This design comes from an exercise in tuning for small area, a short achievable clock period and few clock cycles per item on the open sky130 flow, not from production work.
Function was checked by simulation only, so behaviour that the tests miss may differ from the original.
Power figures rest on the tool's default switching activity, not on a simulated workload.

Setup of branch pepper:
## simple_dma
module simple_dma
(
  input  wire logic      Bus2IP_Clk,
  input  wire logic      rst,
  input  mst_pkg::mst_data_t      bus2ip_data,
  input  dma_pkg::dma_ce_t        bus2ip_wrce,
  input  dma_pkg::dma_ce_t        bus2ip_rdce,
  output mst_pkg::mst_data_t      ip2bus_data,
  output logic           ip2bus_wrack,
  output logic           ip2bus_rdack,
  input  wire logic      bus2ip_mst_cmdack,
  input  wire logic      bus2ip_mst_cmplt,
  input  mst_pkg::mst_data_t      bus2ip_mstrd_d,
  input  wire logic      bus2ip_mstrd_src_rdy_n,
  input  wire logic      bus2ip_mstwr_dst_rdy_n,
  output logic           ip2bus_mstrd_req,
  output logic           ip2bus_mstwr_req,
  output dma_pkg::dma_addr_t      ip2bus_mst_addr,
  output mst_pkg::mst_data_t      ip2bus_mstwr_d
);
  dma_pkg::dma_cfg_t cfg;
  logic     key;
  logic     busy_q;
  logic     rdreq_q;
  logic     wrreq_q;
  dma_pkg::dma_addr_t addr_q;
  dma_pkg::dma_addr_t next_q;
  logic [32-3:0] words_q;
  logic     part_q;
  mst_pkg::mst_data_t data_q;
  logic     start;
  logic     rd_cmplt;
  logic     wr_cmplt;
  logic     accept;
  logic     none_left;
  dma_regs u_regs (
    .Bus2IP_Clk(Bus2IP_Clk), .rst(rst),
    .bus2ip_data(bus2ip_data), .bus2ip_wrce(bus2ip_wrce), .bus2ip_rdce(bus2ip_rdce),
    .busy(busy_q), .ip2bus_data(ip2bus_data),
    .ip2bus_wrack(ip2bus_wrack), .ip2bus_rdack(ip2bus_rdack),
    .cfg(cfg), .key(key)
  );
  assign start     = key && !busy_q && (cfg.len != '0);
  ...
Size: roughly 810 cells after synthesis, ~230 flip-flops, about 180 I/O pins, ~9300 um^2 of cells after synthesis.
clock: 5.0 ns
lec_check: 0
abc_clock_period_in_ps: 2000
cap_margin: 20
core_margin: 2
core_utilization: 65
cts_cluster_diameter: 60
cts_cluster_size: 20
setup_slack_margin: 2.2
slew_margin: 20
standard.sh (not shown) runs the stock make flow with config.mk's settings and CLKGATE_MAP_FILE= SYNTH_SCRIPT=/design/flow/synth_recipe.tcl, a recipe that flattens the netlist after the stock synthesis.
==> flow/flow/run.sh <==
#!/bin/bash
# The standard flow (standard.sh) with these changes:
#  - synthesis maps combinational logic with flow/abc_map.script (see flow/synth.tcl);
#  - the port buffers are sky130_fd_sc_hd__buf_1 cells (the standard flow picks delay cells);
#  - a few slow combinational cells are added to the platform's don't-use list,
#    for synthesis and layout alike.
# Registers are mapped exactly as in the standard synthesis.
set -euo pipefail
W=$(pwd)
export BUFFER_PORTS_ARGS="-buffer_cell sky130_fd_sc_hd__buf_1"
export MY_ABC_SCRIPT=$W/flow/abc_map.script
export FLOW_SYNTH_TCL=$W/synth_recipe.tcl
DU="sky130_fd_sc_hd__probe_p_8 sky130_fd_sc_hd__probec_p_8 sky130_fd_sc_hd__lpflow_bleeder_1 sky130_fd_sc_hd__lpflow_clkbufkapwr_1 sky130_fd_sc_hd__lpflow_clkbufkapwr_16 sky130_fd_sc_hd__lpflow_clkbufkapwr_2 sky130_fd_sc_hd__lpflow_clkbufkapwr_4 sky130_fd_sc_hd__lpflow_clkbufkapwr_8 sky130_fd_sc_hd__lpflow_clkinvkapwr_1 sky130_fd_sc_hd__lpflow_clkinvkapwr_16 sky130_fd_sc_hd__lpflow_clkinvkapwr_2 sky130_fd_sc_hd__lpflow_clkinvkapwr_4 sky130_fd_sc_hd__lpflow_clkinvkapwr_8 sky130_fd_sc_hd__lpflow_decapkapwr_12 sky130_fd_sc_hd__lpflow_decapkapwr_3 sky130_fd_sc_hd__lpflow_decapkapwr_4 sky130_fd_sc_hd__lpflow_decapkapwr_6 sky130_fd_sc_hd__lpflow_decapkapwr_8 sky130_fd_sc_hd__lpflow_inputiso0n_1 sky130_fd_sc_hd__lpflow_inputiso0p_1 sky130_fd_sc_hd__lpflow_inputiso1n_1 sky130_fd_sc_hd__lpflow_inputiso1p_1 sky130_fd_sc_hd__lpflow_inputisolatch_1 sky130_fd_sc_hd__lpflow_isobufsrc_1 sky130_fd_sc_hd__lpflow_isobufsrc_16 sky130_fd_sc_hd__lpflow_isobufsrc_2 sky130_fd_sc_hd__lpflow_isobufsrc_4 sky130_fd_sc_hd__lpflow_isobufsrc_8 sky130_fd_sc_hd__lpflow_isobufsrckapwr_16 sky130_fd_sc_hd__lpflow_lsbuf_lh_hl_isowell_tap_1 sky130_fd_sc_hd__lpflow_lsbuf_lh_hl_isowell_tap_2 sky130_fd_sc_hd__lpflow_lsbuf_lh_hl_isowell_tap_4 sky130_fd_sc_hd__lpflow_lsbuf_lh_isowell_4 sky130_fd_sc_hd__lpflow_lsbuf_lh_isowell_tap_1 sky130_fd_sc_hd__lpflow_lsbuf_lh_isowell_tap_2 sky130_fd_sc_hd__lpflow_lsbuf_lh_isowell_tap_4 sky130_fd_sc_hd__a222oi_1 sky130_fd_sc_hd__or4_1 sky130_fd_sc_hd__or4_2 sky130_fd_sc_hd__or4_4 sky130_fd_sc_hd__nor4_1 sky130_fd_sc_hd__nor4_2 sky130_fd_sc_hd__nor4_4"
bash standard.sh "DONT_USE_CELLS=$DU" SYNTH_SCRIPT=$W/flow/synth.tcl synth > synth.log 2>&1
bash standard.sh "DONT_USE_CELLS=$DU" SYNTH_SCRIPT=$W/flow/synth.tcl finish > layout.log 2>&1
==> flow/flow/abc_map.script <==
&get -n
&st
&syn2
&dch -f
&nf -R 20
&put
==> flow/flow/synth.tcl <==
# The standard flow's synthesis script (synth_recipe.tcl) unchanged, except that the
# combinational mapping calls ABC with flow/abc_map.script instead of ORFS's
# abc_speed.script. Registers are mapped before ABC runs, so they come out
# exactly as in the standard synthesis.
proc abc {args} {
  set i [lsearch -exact $args -script]
  if {$i >= 0 && [string match *abc_speed* [lindex $args [expr {$i+1}]]]} {
    lset args [expr {$i+1}] $::env(MY_ABC_SCRIPT)
  }
  puts "abc wrapper: $args"
  yosys abc {*}$args
}
source $::env(FLOW_SYNTH_TCL)
branch pepper has completed all stages; timing, DRC and antenna checks passed.
Testbench counts of branch pepper, summed over its fixed seeds: cycles 59,953, words 6,547.
diff inputs: branch pepper => branch garnet
Settings: swapping 2.2 for 2.0 in SETUP_SLACK_MARGIN.
==> flow/flow/run.sh <==
#!/bin/bash
# The standard flow (standard.sh) with two changes:
#  - the port buffers are sky130_fd_sc_hd__buf_1 cells (the standard flow picks delay cells);
#  - a few slow combinational cells are added to the platform's don't-use list,
#    for synthesis and layout alike. Registers are mapped exactly as in the
#    standard synthesis; only combinational gate choice changes.
set -euo pipefail
export BUFFER_PORTS_ARGS="-buffer_cell sky130_fd_sc_hd__buf_1"
DU="sky130_fd_sc_hd__probe_p_8 sky130_fd_sc_hd__probec_p_8 sky130_fd_sc_hd__lpflow_bleeder_1 sky130_fd_sc_hd__lpflow_clkbufkapwr_1 sky130_fd_sc_hd__lpflow_clkbufkapwr_16 sky130_fd_sc_hd__lpflow_clkbufkapwr_2 sky130_fd_sc_hd__lpflow_clkbufkapwr_4 sky130_fd_sc_hd__lpflow_clkbufkapwr_8 sky130_fd_sc_hd__lpflow_clkinvkapwr_1 sky130_fd_sc_hd__lpflow_clkinvkapwr_16 sky130_fd_sc_hd__lpflow_clkinvkapwr_2 sky130_fd_sc_hd__lpflow_clkinvkapwr_4 sky130_fd_sc_hd__lpflow_clkinvkapwr_8 sky130_fd_sc_hd__lpflow_decapkapwr_12 sky130_fd_sc_hd__lpflow_decapkapwr_3 sky130_fd_sc_hd__lpflow_decapkapwr_4 sky130_fd_sc_hd__lpflow_decapkapwr_6 sky130_fd_sc_hd__lpflow_decapkapwr_8 sky130_fd_sc_hd__lpflow_inputiso0n_1 sky130_fd_sc_hd__lpflow_inputiso0p_1 sky130_fd_sc_hd__lpflow_inputiso1n_1 sky130_fd_sc_hd__lpflow_inputiso1p_1 sky130_fd_sc_hd__lpflow_inputisolatch_1 sky130_fd_sc_hd__lpflow_isobufsrc_1 sky130_fd_sc_hd__lpflow_isobufsrc_16 sky130_fd_sc_hd__lpflow_isobufsrc_2 sky130_fd_sc_hd__lpflow_isobufsrc_4 sky130_fd_sc_hd__lpflow_isobufsrc_8 sky130_fd_sc_hd__lpflow_isobufsrckapwr_16 sky130_fd_sc_hd__lpflow_lsbuf_lh_hl_isowell_tap_1 sky130_fd_sc_hd__lpflow_lsbuf_lh_hl_isowell_tap_2 sky130_fd_sc_hd__lpflow_lsbuf_lh_hl_isowell_tap_4 sky130_fd_sc_hd__lpflow_lsbuf_lh_isowell_4 sky130_fd_sc_hd__lpflow_lsbuf_lh_isowell_tap_1 sky130_fd_sc_hd__lpflow_lsbuf_lh_isowell_tap_2 sky130_fd_sc_hd__lpflow_lsbuf_lh_isowell_tap_4 sky130_fd_sc_hd__a222oi_1 sky130_fd_sc_hd__or4_1 sky130_fd_sc_hd__or4_2 sky130_fd_sc_hd__or4_4 sky130_fd_sc_hd__nor4_1 sky130_fd_sc_hd__nor4_2 sky130_fd_sc_hd__nor4_4"
bash standard.sh "DONT_USE_CELLS=$DU" synth > synth.log 2>&1
bash standard.sh "DONT_USE_CELLS=$DU" finish > layout.log 2>&1
removed: flow/flow/abc_map.script
removed: flow/flow/synth.tcl
==> comparison <==
branch garnet ended with every stage complete and zero timing, DRC or antenna violations.
The area after synthesis of branch garnet exceeds that of branch pepper by 6.9%.
branch garnet vs. branch pepper: cell depth of the worst min-delay path went up by 1.
| worst setup slack | branch garnet vs branch pepper | 0.13 ns lower |
What branch pepper reported for wire length has to be multiplied by 0.949 to get the figure for branch garnet.


The RTL this note starts from:
==> flow/design.v <==
`default_nettype none
package dma_pkg;
  typedef logic [32-1:0] dma_addr_t;
  typedef logic [31:0] dma_len_t;
  typedef logic [4-1:0] dma_ce_t;
  typedef struct packed {
    dma_addr_t src;
    dma_addr_t dst;
    dma_len_t  len;
  } dma_cfg_t;
  typedef enum logic [2:0] {
    SEQ_IDLE,
    SEQ_RD_CHECK,
    SEQ_RD_WAIT,
    SEQ_WR_CHECK,
    SEQ_WR_WAIT
  } seq_state_t;
endpackage
`default_nettype wire
`default_nettype none
package mst_pkg;
  typedef logic [32-1:0] mst_data_t;
  typedef enum logic [1:0] {
    CMD_IDLE,
    CMD_RUN,
    CMD_WAIT,
    CMD_DONE
  } cmd_state_t;
endpackage
`default_nettype wire
`timescale 1ns/1ps
`default_nettype none
module dma_regs
(
  input  wire logic      Bus2IP_Clk,
  input  wire logic      rst,
  input  mst_pkg::mst_data_t      bus2ip_data,
  input  dma_pkg::dma_ce_t        bus2ip_wrce,
  input  dma_pkg::dma_ce_t        bus2ip_rdce,
  input  wire logic      busy,
  output mst_pkg::mst_data_t      ip2bus_data,
  output logic           ip2bus_wrack,
  output logic           ip2bus_rdack,
  output dma_pkg::dma_cfg_t       cfg,
  output logic           key
);
  mst_pkg::mst_data_t wdata;
  assign wdata = rst ? '0 : bus2ip_data;
  always_ff @(posedge Bus2IP_Clk)
  begin
    if (rst || bus2ip_wrce[3])
      cfg.src <= dma_pkg::dma_addr_t'(wdata);
    if (rst || bus2ip_wrce[2])
      cfg.dst <= dma_pkg::dma_addr_t'(wdata);
    if (rst || bus2ip_wrce[1])
      cfg.len <= dma_pkg::dma_len_t'(wdata);
  end
  assign key = bus2ip_wrce[0] && (bus2ip_data == mst_pkg::mst_data_t'(32'h0000_00CC));
  assign ip2bus_data = ({32{bus2ip_rdce[3]}} & mst_pkg::mst_data_t'(cfg.src))
                     | ({32{bus2ip_rdce[2]}} & mst_pkg::mst_data_t'(cfg.dst))
                     | ({32{bus2ip_rdce[1]}} & mst_pkg::mst_data_t'(cfg.len))
                     | {{(32-1){1'b0}}, bus2ip_rdce[0] & busy};
  assign ip2bus_wrack = |bus2ip_wrce;
  assign ip2bus_rdack = |bus2ip_rdce;
endmodule
`default_nettype wire
`timescale 1ns/1ps
`default_nettype none
module simple_dma
(
  input  wire logic      Bus2IP_Clk,
  input  wire logic      rst,
  input  mst_pkg::mst_data_t      bus2ip_data,
  input  dma_pkg::dma_ce_t        bus2ip_wrce,
  input  dma_pkg::dma_ce_t        bus2ip_rdce,
  output mst_pkg::mst_data_t      ip2bus_data,
  output logic           ip2bus_wrack,
  output logic           ip2bus_rdack,
  input  wire logic      bus2ip_mst_cmdack,
  input  wire logic      bus2ip_mst_cmplt,
  input  mst_pkg::mst_data_t      bus2ip_mstrd_d,
  input  wire logic      bus2ip_mstrd_src_rdy_n,
  input  wire logic      bus2ip_mstwr_dst_rdy_n,
  output logic           ip2bus_mstrd_req,
  output logic           ip2bus_mstwr_req,
  output dma_pkg::dma_addr_t      ip2bus_mst_addr,
  output mst_pkg::mst_data_t      ip2bus_mstwr_d
);
  dma_pkg::dma_cfg_t cfg;
  logic     key;
  logic     busy_q;
  logic     rdreq_q;
  logic     wrreq_q;
  dma_pkg::dma_addr_t addr_q;
  dma_pkg::dma_addr_t next_q;
  logic [32-3:0] words_q;
  logic     part_q;
  mst_pkg::mst_data_t data_q;
  logic     start;
  logic     rd_cmplt;
  logic     wr_cmplt;
  logic     accept;
  logic     none_left;
  dma_regs u_regs (
    .Bus2IP_Clk(Bus2IP_Clk), .rst(rst),
    .bus2ip_data(bus2ip_data), .bus2ip_wrce(bus2ip_wrce), .bus2ip_rdce(bus2ip_rdce),
    .busy(busy_q), .ip2bus_data(ip2bus_data),
    .ip2bus_wrack(ip2bus_wrack), .ip2bus_rdack(ip2bus_rdack),
    .cfg(cfg), .key(key)
  );
  assign start     = key && !busy_q && (cfg.len != '0);
  assign rd_cmplt  = !bus2ip_mstrd_src_rdy_n;
  assign wr_cmplt  = !bus2ip_mstwr_dst_rdy_n;
  assign accept    = bus2ip_mst_cmdack || bus2ip_mst_cmplt;
  assign none_left = (words_q == '0) && !part_q;
  always_ff @(posedge Bus2IP_Clk)
  begin
    if (rst)
    begin
      busy_q  <= 1'b0;
      rdreq_q <= 1'b0;
      wrreq_q <= 1'b0;
    end
    else
    begin
      busy_q  <= start || (busy_q && !(wr_cmplt && none_left));
      rdreq_q <= start || (rdreq_q && !accept) || (busy_q && wr_cmplt && !none_left);
      wrreq_q <= (wrreq_q && !accept) || (busy_q && rd_cmplt);
    end
  end
  always_ff @(posedge Bus2IP_Clk)
  begin
    if (!busy_q)
    begin
      words_q <= cfg.len[32-1:2];
      part_q  <= |cfg.len[1:0];
    end
    else
    begin
      if (rd_cmplt)
      begin
        if (part_q)
          part_q  <= 1'b0;
        else
          words_q <= words_q - 1'b1;
      end
    end
  end
  logic     addr_load;
  logic     addr_step;
  logic     addr_hold;
  assign addr_load = !busy_q;
  assign addr_step = busy_q && bus2ip_mst_cmplt;
  assign addr_hold = busy_q && !bus2ip_mst_cmplt;
  always_ff @(posedge Bus2IP_Clk)
  begin
    addr_q <= ({32{addr_load}} & cfg.src)
            | ({32{addr_step}} & next_q)
            | ({32{addr_hold}} & addr_q);
    next_q <= ({32{addr_load}} & cfg.dst)
            | ({32{addr_step}} & (addr_q + dma_pkg::dma_addr_t'(4)))
            | ({32{addr_hold}} & next_q);
  end
  always_ff @(posedge Bus2IP_Clk)
  begin
    if (rd_cmplt)
      data_q <= bus2ip_mstrd_d;
  end
  assign ip2bus_mstrd_req = rdreq_q;
  assign ip2bus_mstwr_req = wrreq_q;
  assign ip2bus_mst_addr  = addr_q;
  assign ip2bus_mstwr_d   = data_q;
endmodule
`default_nettype wire
==> flow/config.mk <==
export PLATFORM = sky130hd
export DESIGN_NAME = simple_dma
export DESIGN_NICKNAME = simple_dma
export VERILOG_FILES = /design/flow/design.v
export SDC_FILE = /design/flow/constraint.sdc
export NUM_CORES = 4
export LEC_CHECK = 0
export ABC_CLOCK_PERIOD_IN_PS = 2000
export CAP_MARGIN = 20
export CORE_MARGIN = 2
export CORE_UTILIZATION = 65
export CTS_CLUSTER_DIAMETER = 60
export CTS_CLUSTER_SIZE = 20
export SETUP_SLACK_MARGIN = 2.2
export SLEW_MARGIN = 20
==> flow/constraint.sdc <==
create_clock -name core_clock -period 5.0 [get_ports {Bus2IP_Clk}]
set_input_delay 1.0000 -clock core_clock [delete_from_list [all_inputs] [get_ports {Bus2IP_Clk}]]
set_output_delay 1.0000 -clock core_clock [all_outputs]
set_load 0.01 [all_outputs]
==> flow/flow/run.sh <==
#!/bin/bash
# The standard flow (standard.sh) with these changes:
#  - synthesis maps combinational logic with flow/abc_map.script (see flow/synth.tcl);
#  - the port buffers are sky130_fd_sc_hd__buf_1 cells (the standard flow picks delay cells);
#  - a few slow combinational cells are added to the platform's don't-use list,
#    for synthesis and layout alike.
# Registers are mapped exactly as in the standard synthesis.
set -euo pipefail
W=$(pwd)
export BUFFER_PORTS_ARGS="-buffer_cell sky130_fd_sc_hd__buf_1"
export MY_ABC_SCRIPT=$W/flow/abc_map.script
export FLOW_SYNTH_TCL=$W/synth_recipe.tcl
DU="sky130_fd_sc_hd__probe_p_8 sky130_fd_sc_hd__probec_p_8 sky130_fd_sc_hd__lpflow_bleeder_1 sky130_fd_sc_hd__lpflow_clkbufkapwr_1 sky130_fd_sc_hd__lpflow_clkbufkapwr_16 sky130_fd_sc_hd__lpflow_clkbufkapwr_2 sky130_fd_sc_hd__lpflow_clkbufkapwr_4 sky130_fd_sc_hd__lpflow_clkbufkapwr_8 sky130_fd_sc_hd__lpflow_clkinvkapwr_1 sky130_fd_sc_hd__lpflow_clkinvkapwr_16 sky130_fd_sc_hd__lpflow_clkinvkapwr_2 sky130_fd_sc_hd__lpflow_clkinvkapwr_4 sky130_fd_sc_hd__lpflow_clkinvkapwr_8 sky130_fd_sc_hd__lpflow_decapkapwr_12 sky130_fd_sc_hd__lpflow_decapkapwr_3 sky130_fd_sc_hd__lpflow_decapkapwr_4 sky130_fd_sc_hd__lpflow_decapkapwr_6 sky130_fd_sc_hd__lpflow_decapkapwr_8 sky130_fd_sc_hd__lpflow_inputiso0n_1 sky130_fd_sc_hd__lpflow_inputiso0p_1 sky130_fd_sc_hd__lpflow_inputiso1n_1 sky130_fd_sc_hd__lpflow_inputiso1p_1 sky130_fd_sc_hd__lpflow_inputisolatch_1 sky130_fd_sc_hd__lpflow_isobufsrc_1 sky130_fd_sc_hd__lpflow_isobufsrc_16 sky130_fd_sc_hd__lpflow_isobufsrc_2 sky130_fd_sc_hd__lpflow_isobufsrc_4 sky130_fd_sc_hd__lpflow_isobufsrc_8 sky130_fd_sc_hd__lpflow_isobufsrckapwr_16 sky130_fd_sc_hd__lpflow_lsbuf_lh_hl_isowell_tap_1 sky130_fd_sc_hd__lpflow_lsbuf_lh_hl_isowell_tap_2 sky130_fd_sc_hd__lpflow_lsbuf_lh_hl_isowell_tap_4 sky130_fd_sc_hd__lpflow_lsbuf_lh_isowell_4 sky130_fd_sc_hd__lpflow_lsbuf_lh_isowell_tap_1 sky130_fd_sc_hd__lpflow_lsbuf_lh_isowell_tap_2 sky130_fd_sc_hd__lpflow_lsbuf_lh_isowell_tap_4 sky130_fd_sc_hd__a222oi_1 sky130_fd_sc_hd__or4_1 sky130_fd_sc_hd__or4_2 sky130_fd_sc_hd__or4_4 sky130_fd_sc_hd__nor4_1 sky130_fd_sc_hd__nor4_2 sky130_fd_sc_hd__nor4_4"
bash standard.sh "DONT_USE_CELLS=$DU" SYNTH_SCRIPT=$W/flow/synth.tcl synth > synth.log 2>&1
bash standard.sh "DONT_USE_CELLS=$DU" SYNTH_SCRIPT=$W/flow/synth.tcl finish > layout.log 2>&1
==> flow/flow/abc_map.script <==
&get -n
&st
&syn2
&dch -f
&nf -R 50
&put
==> flow/flow/synth.tcl <==
# The standard flow's synthesis script (synth_recipe.tcl) unchanged, except that the
# combinational mapping calls ABC with flow/abc_map.script instead of ORFS's
# abc_speed.script. Registers are mapped before ABC runs, so they come out
# exactly as in the standard synthesis.
proc abc {args} {
  set i [lsearch -exact $args -script]
  if {$i >= 0 && [string match *abc_speed* [lindex $args [expr {$i+1}]]]} {
    lset args [expr {$i+1}] $::env(MY_ABC_SCRIPT)
  }
  puts "abc wrapper: $args"
  yosys abc {*}$args
}
source $::env(FLOW_SYNTH_TCL)
The first run completed with no timing, DRC or antenna violations.
Testbench counts at the start, summed over its fixed seeds: cycles 59,953, words 6,547.
Next try:
--- a/flow/flow/run.sh
+++ b/flow/flow/run.sh
@@ -14,2 +14,2 @@
 bash standard.sh "DONT_USE_CELLS=$DU" SYNTH_SCRIPT=$W/flow/synth.tcl synth > synth.log 2>&1
-bash standard.sh "DONT_USE_CELLS=$DU" SYNTH_SCRIPT=$W/flow/synth.tcl finish > layout.log 2>&1
+bash standard.sh "DONT_USE_CELLS=$DU" SYNTH_SCRIPT=$W/flow/synth.tcl  finish > layout.log 2>&1
==> flow/flow/abc_map.script (replaced) <==
&get -n
&st
&syn2
&dch -f
&nf -R 20
&put
- CTS_CLUSTER_DIAMETER: 60 -> 70
- CTS_CLUSTER_SIZE: 20 -> 25
- PLACE_DENSITY: unset -> 0.8
The changed run completed without violations.
Combinational power shrinks slightly.
Sequential power stays flat.
Design area shrinks by a few percent.
Die area is about the same.
Global-route usage shrinks by 1.5 points.
Wire length shrinks by a few percent.
Flip-flop and latch count is unchanged.
Worst hold slack stays flat.
Worst setup slack gets worse by 0.018 ns.
Via count shrinks slightly.
Critical path depth does not change.
Next try:
- CTS_CLUSTER_DIAMETER: 70 -> 80
- CTS_CLUSTER_SIZE: 25 -> 30
Result: Critical path depth stays the same. Die area is unchanged. Wire length drops by 0.99%. Final cell count barely changes.
Next try:
==> flow/flow/run.sh (replaced) <==
#!/bin/bash
# The standard flow (standard.sh) with two changes:
#  - the port buffers are sky130_fd_sc_hd__buf_1 cells (the standard flow picks delay cells);
#  - a few slow combinational cells are added to the platform's don't-use list,
#    for synthesis and layout alike. Registers are mapped exactly as in the
#    standard synthesis; only combinational gate choice changes.
set -euo pipefail
export BUFFER_PORTS_ARGS="-buffer_cell sky130_fd_sc_hd__buf_1"
DU="sky130_fd_sc_hd__probe_p_8 sky130_fd_sc_hd__probec_p_8 sky130_fd_sc_hd__lpflow_bleeder_1 sky130_fd_sc_hd__lpflow_clkbufkapwr_1 sky130_fd_sc_hd__lpflow_clkbufkapwr_16 sky130_fd_sc_hd__lpflow_clkbufkapwr_2 sky130_fd_sc_hd__lpflow_clkbufkapwr_4 sky130_fd_sc_hd__lpflow_clkbufkapwr_8 sky130_fd_sc_hd__lpflow_clkinvkapwr_1 sky130_fd_sc_hd__lpflow_clkinvkapwr_16 sky130_fd_sc_hd__lpflow_clkinvkapwr_2 sky130_fd_sc_hd__lpflow_clkinvkapwr_4 sky130_fd_sc_hd__lpflow_clkinvkapwr_8 sky130_fd_sc_hd__lpflow_decapkapwr_12 sky130_fd_sc_hd__lpflow_decapkapwr_3 sky130_fd_sc_hd__lpflow_decapkapwr_4 sky130_fd_sc_hd__lpflow_decapkapwr_6 sky130_fd_sc_hd__lpflow_decapkapwr_8 sky130_fd_sc_hd__lpflow_inputiso0n_1 sky130_fd_sc_hd__lpflow_inputiso0p_1 sky130_fd_sc_hd__lpflow_inputiso1n_1 sky130_fd_sc_hd__lpflow_inputiso1p_1 sky130_fd_sc_hd__lpflow_inputisolatch_1 sky130_fd_sc_hd__lpflow_isobufsrc_1 sky130_fd_sc_hd__lpflow_isobufsrc_16 sky130_fd_sc_hd__lpflow_isobufsrc_2 sky130_fd_sc_hd__lpflow_isobufsrc_4 sky130_fd_sc_hd__lpflow_isobufsrc_8 sky130_fd_sc_hd__lpflow_isobufsrckapwr_16 sky130_fd_sc_hd__lpflow_lsbuf_lh_hl_isowell_tap_1 sky130_fd_sc_hd__lpflow_lsbuf_lh_hl_isowell_tap_2 sky130_fd_sc_hd__lpflow_lsbuf_lh_hl_isowell_tap_4 sky130_fd_sc_hd__lpflow_lsbuf_lh_isowell_4 sky130_fd_sc_hd__lpflow_lsbuf_lh_isowell_tap_1 sky130_fd_sc_hd__lpflow_lsbuf_lh_isowell_tap_2 sky130_fd_sc_hd__lpflow_lsbuf_lh_isowell_tap_4 sky130_fd_sc_hd__a222oi_1 sky130_fd_sc_hd__or4_1 sky130_fd_sc_hd__or4_2 sky130_fd_sc_hd__or4_4 sky130_fd_sc_hd__nor4_1 sky130_fd_sc_hd__nor4_2 sky130_fd_sc_hd__nor4_4"
bash standard.sh "DONT_USE_CELLS=$DU" synth > synth.log 2>&1
bash standard.sh "DONT_USE_CELLS=$DU" finish > layout.log 2>&1
- CTS_CLUSTER_DIAMETER: 80 -> 60
- CTS_CLUSTER_SIZE: 30 -> 20
- PLACE_DENSITY: 0.8 -> unset
- SETUP_SLACK_MARGIN: 2.2 -> 2.35
removed: flow/flow/abc_map.script
removed: flow/flow/synth.tcl
The changed run went through all stages and came out clean.
Clock skew is lower by 0.0044 ns.
Routed wire length is higher by 10%.
Die area is higher by about 7%.
Setup slack improves by 0.11 ns.
Area after synthesis is higher by 6.9%.
Sequential power barely changes.
Total power is higher by about 14%.
Clock power is higher by 37%.
Global-route usage is higher by 0.81 points.
First-iteration DRC count is lower by about 3.4%.
Sequential share of layout area is lower by 5.8 points.
Next try:
==> flow/flow/run.sh (replaced) <==
#!/bin/bash
# The standard flow (standard.sh) with these changes:
#  - synthesis maps combinational logic with flow/abc_map.script (see flow/synth.tcl);
#  - the port buffers are sky130_fd_sc_hd__buf_1 cells (the standard flow picks delay cells);
#  - a few slow combinational cells are added to the platform's don't-use list,
#    for synthesis and layout alike.
# Registers are mapped exactly as in the standard synthesis.
set -euo pipefail
W=$(pwd)
export BUFFER_PORTS_ARGS="-buffer_cell sky130_fd_sc_hd__buf_1"
export MY_ABC_SCRIPT=$W/flow/abc_map.script
export FLOW_SYNTH_TCL=$W/synth_recipe.tcl
DU="sky130_fd_sc_hd__probe_p_8 sky130_fd_sc_hd__probec_p_8 sky130_fd_sc_hd__lpflow_bleeder_1 sky130_fd_sc_hd__lpflow_clkbufkapwr_1 sky130_fd_sc_hd__lpflow_clkbufkapwr_16 sky130_fd_sc_hd__lpflow_clkbufkapwr_2 sky130_fd_sc_hd__lpflow_clkbufkapwr_4 sky130_fd_sc_hd__lpflow_clkbufkapwr_8 sky130_fd_sc_hd__lpflow_clkinvkapwr_1 sky130_fd_sc_hd__lpflow_clkinvkapwr_16 sky130_fd_sc_hd__lpflow_clkinvkapwr_2 sky130_fd_sc_hd__lpflow_clkinvkapwr_4 sky130_fd_sc_hd__lpflow_clkinvkapwr_8 sky130_fd_sc_hd__lpflow_decapkapwr_12 sky130_fd_sc_hd__lpflow_decapkapwr_3 sky130_fd_sc_hd__lpflow_decapkapwr_4 sky130_fd_sc_hd__lpflow_decapkapwr_6 sky130_fd_sc_hd__lpflow_decapkapwr_8 sky130_fd_sc_hd__lpflow_inputiso0n_1 sky130_fd_sc_hd__lpflow_inputiso0p_1 sky130_fd_sc_hd__lpflow_inputiso1n_1 sky130_fd_sc_hd__lpflow_inputiso1p_1 sky130_fd_sc_hd__lpflow_inputisolatch_1 sky130_fd_sc_hd__lpflow_isobufsrc_1 sky130_fd_sc_hd__lpflow_isobufsrc_16 sky130_fd_sc_hd__lpflow_isobufsrc_2 sky130_fd_sc_hd__lpflow_isobufsrc_4 sky130_fd_sc_hd__lpflow_isobufsrc_8 sky130_fd_sc_hd__lpflow_isobufsrckapwr_16 sky130_fd_sc_hd__lpflow_lsbuf_lh_hl_isowell_tap_1 sky130_fd_sc_hd__lpflow_lsbuf_lh_hl_isowell_tap_2 sky130_fd_sc_hd__lpflow_lsbuf_lh_hl_isowell_tap_4 sky130_fd_sc_hd__lpflow_lsbuf_lh_isowell_4 sky130_fd_sc_hd__lpflow_lsbuf_lh_isowell_tap_1 sky130_fd_sc_hd__lpflow_lsbuf_lh_isowell_tap_2 sky130_fd_sc_hd__lpflow_lsbuf_lh_isowell_tap_4 sky130_fd_sc_hd__a222oi_1 sky130_fd_sc_hd__or4_1 sky130_fd_sc_hd__or4_2 sky130_fd_sc_hd__or4_4 sky130_fd_sc_hd__nor4_1 sky130_fd_sc_hd__nor4_2 sky130_fd_sc_hd__nor4_4"
bash standard.sh "DONT_USE_CELLS=$DU" SYNTH_SCRIPT=$W/flow/synth.tcl synth > synth.log 2>&1
bash standard.sh "DONT_USE_CELLS=$DU" SYNTH_SCRIPT=$W/flow/synth.tcl finish > layout.log 2>&1
==> flow/flow/abc_map.script (new file) <==
strash
dch
map -a
topo
==> flow/flow/synth.tcl (new file) <==
# The standard flow's synthesis script (synth_recipe.tcl) unchanged, except that the
# combinational mapping calls ABC with flow/abc_map.script instead of ORFS's
# abc_speed.script. Registers are mapped before ABC runs, so they come out
# exactly as in the standard synthesis.
proc abc {args} {
  set i [lsearch -exact $args -script]
  if {$i >= 0 && [string match *abc_speed* [lindex $args [expr {$i+1}]]]} {
    lset args [expr {$i+1}] $::env(MY_ABC_SCRIPT)
  }
  puts "abc wrapper: $args"
  yosys abc {*}$args
}
source $::env(FLOW_SYNTH_TCL)
- SETUP_SLACK_MARGIN: 2.35 -> 2.2
=> The changed run finished with timing, DRC and antenna clean; via count goes up by 4.5%; combinational power is lower by 9.7%; worst setup slack is worse by 0.084 ns.

-- afterwards: timing with drivers on the ports --
How much do the figures lean on ideal ports? The routed layouts below were timed once more, with nothing changed but the port constraints. Step 1 assumes that a clkbuf_16 drives the clock port and a buf_2 every other input. Step 2 moves the port delays by t, midway between the first and last clock arrival at a register: inputs arrive t later, outputs are due t later. That takes back most of the time a late clock gives input paths. Slacks: no drivers / after step 1 / after step 2; pairs: no drivers / after step 1.
| run | t (ns) | setup slack, ns | worst register clock-pin slew, ns |
|---|---|---|---|
| branch pepper | 0.512 | 2.187 / 2.164 / 1.803 | 0.08 / 0.08 |
| branch garnet | 0.512 | 2.060 / 2.039 / 1.980 | 0.09 / 0.09 |
| the first run of note 2 | 0.522 | 2.209 / 2.184 / 1.809 | 0.09 / 0.09 |
| the second run of note 2 | 0.507 | 2.191 / 2.169 / 1.866 | 0.10 / 0.10 |
| the third run of note 2 | 0.499 | 2.202 / 2.181 / 1.857 | 0.12 / 0.12 |
| the fourth run of note 2 | 0.518 | 2.310 / 2.260 / 2.037 | 0.08 / 0.08 |
| the fifth run of note 2 | 0.520 | 2.226 / 2.189 / 1.964 | 0.09 / 0.09 |
After both steps every run listed still meets setup and hold. The setup slack of the first run of note 2, which loses most, moves by -0.025 ns with the drivers and by -0.400 ns with both steps.
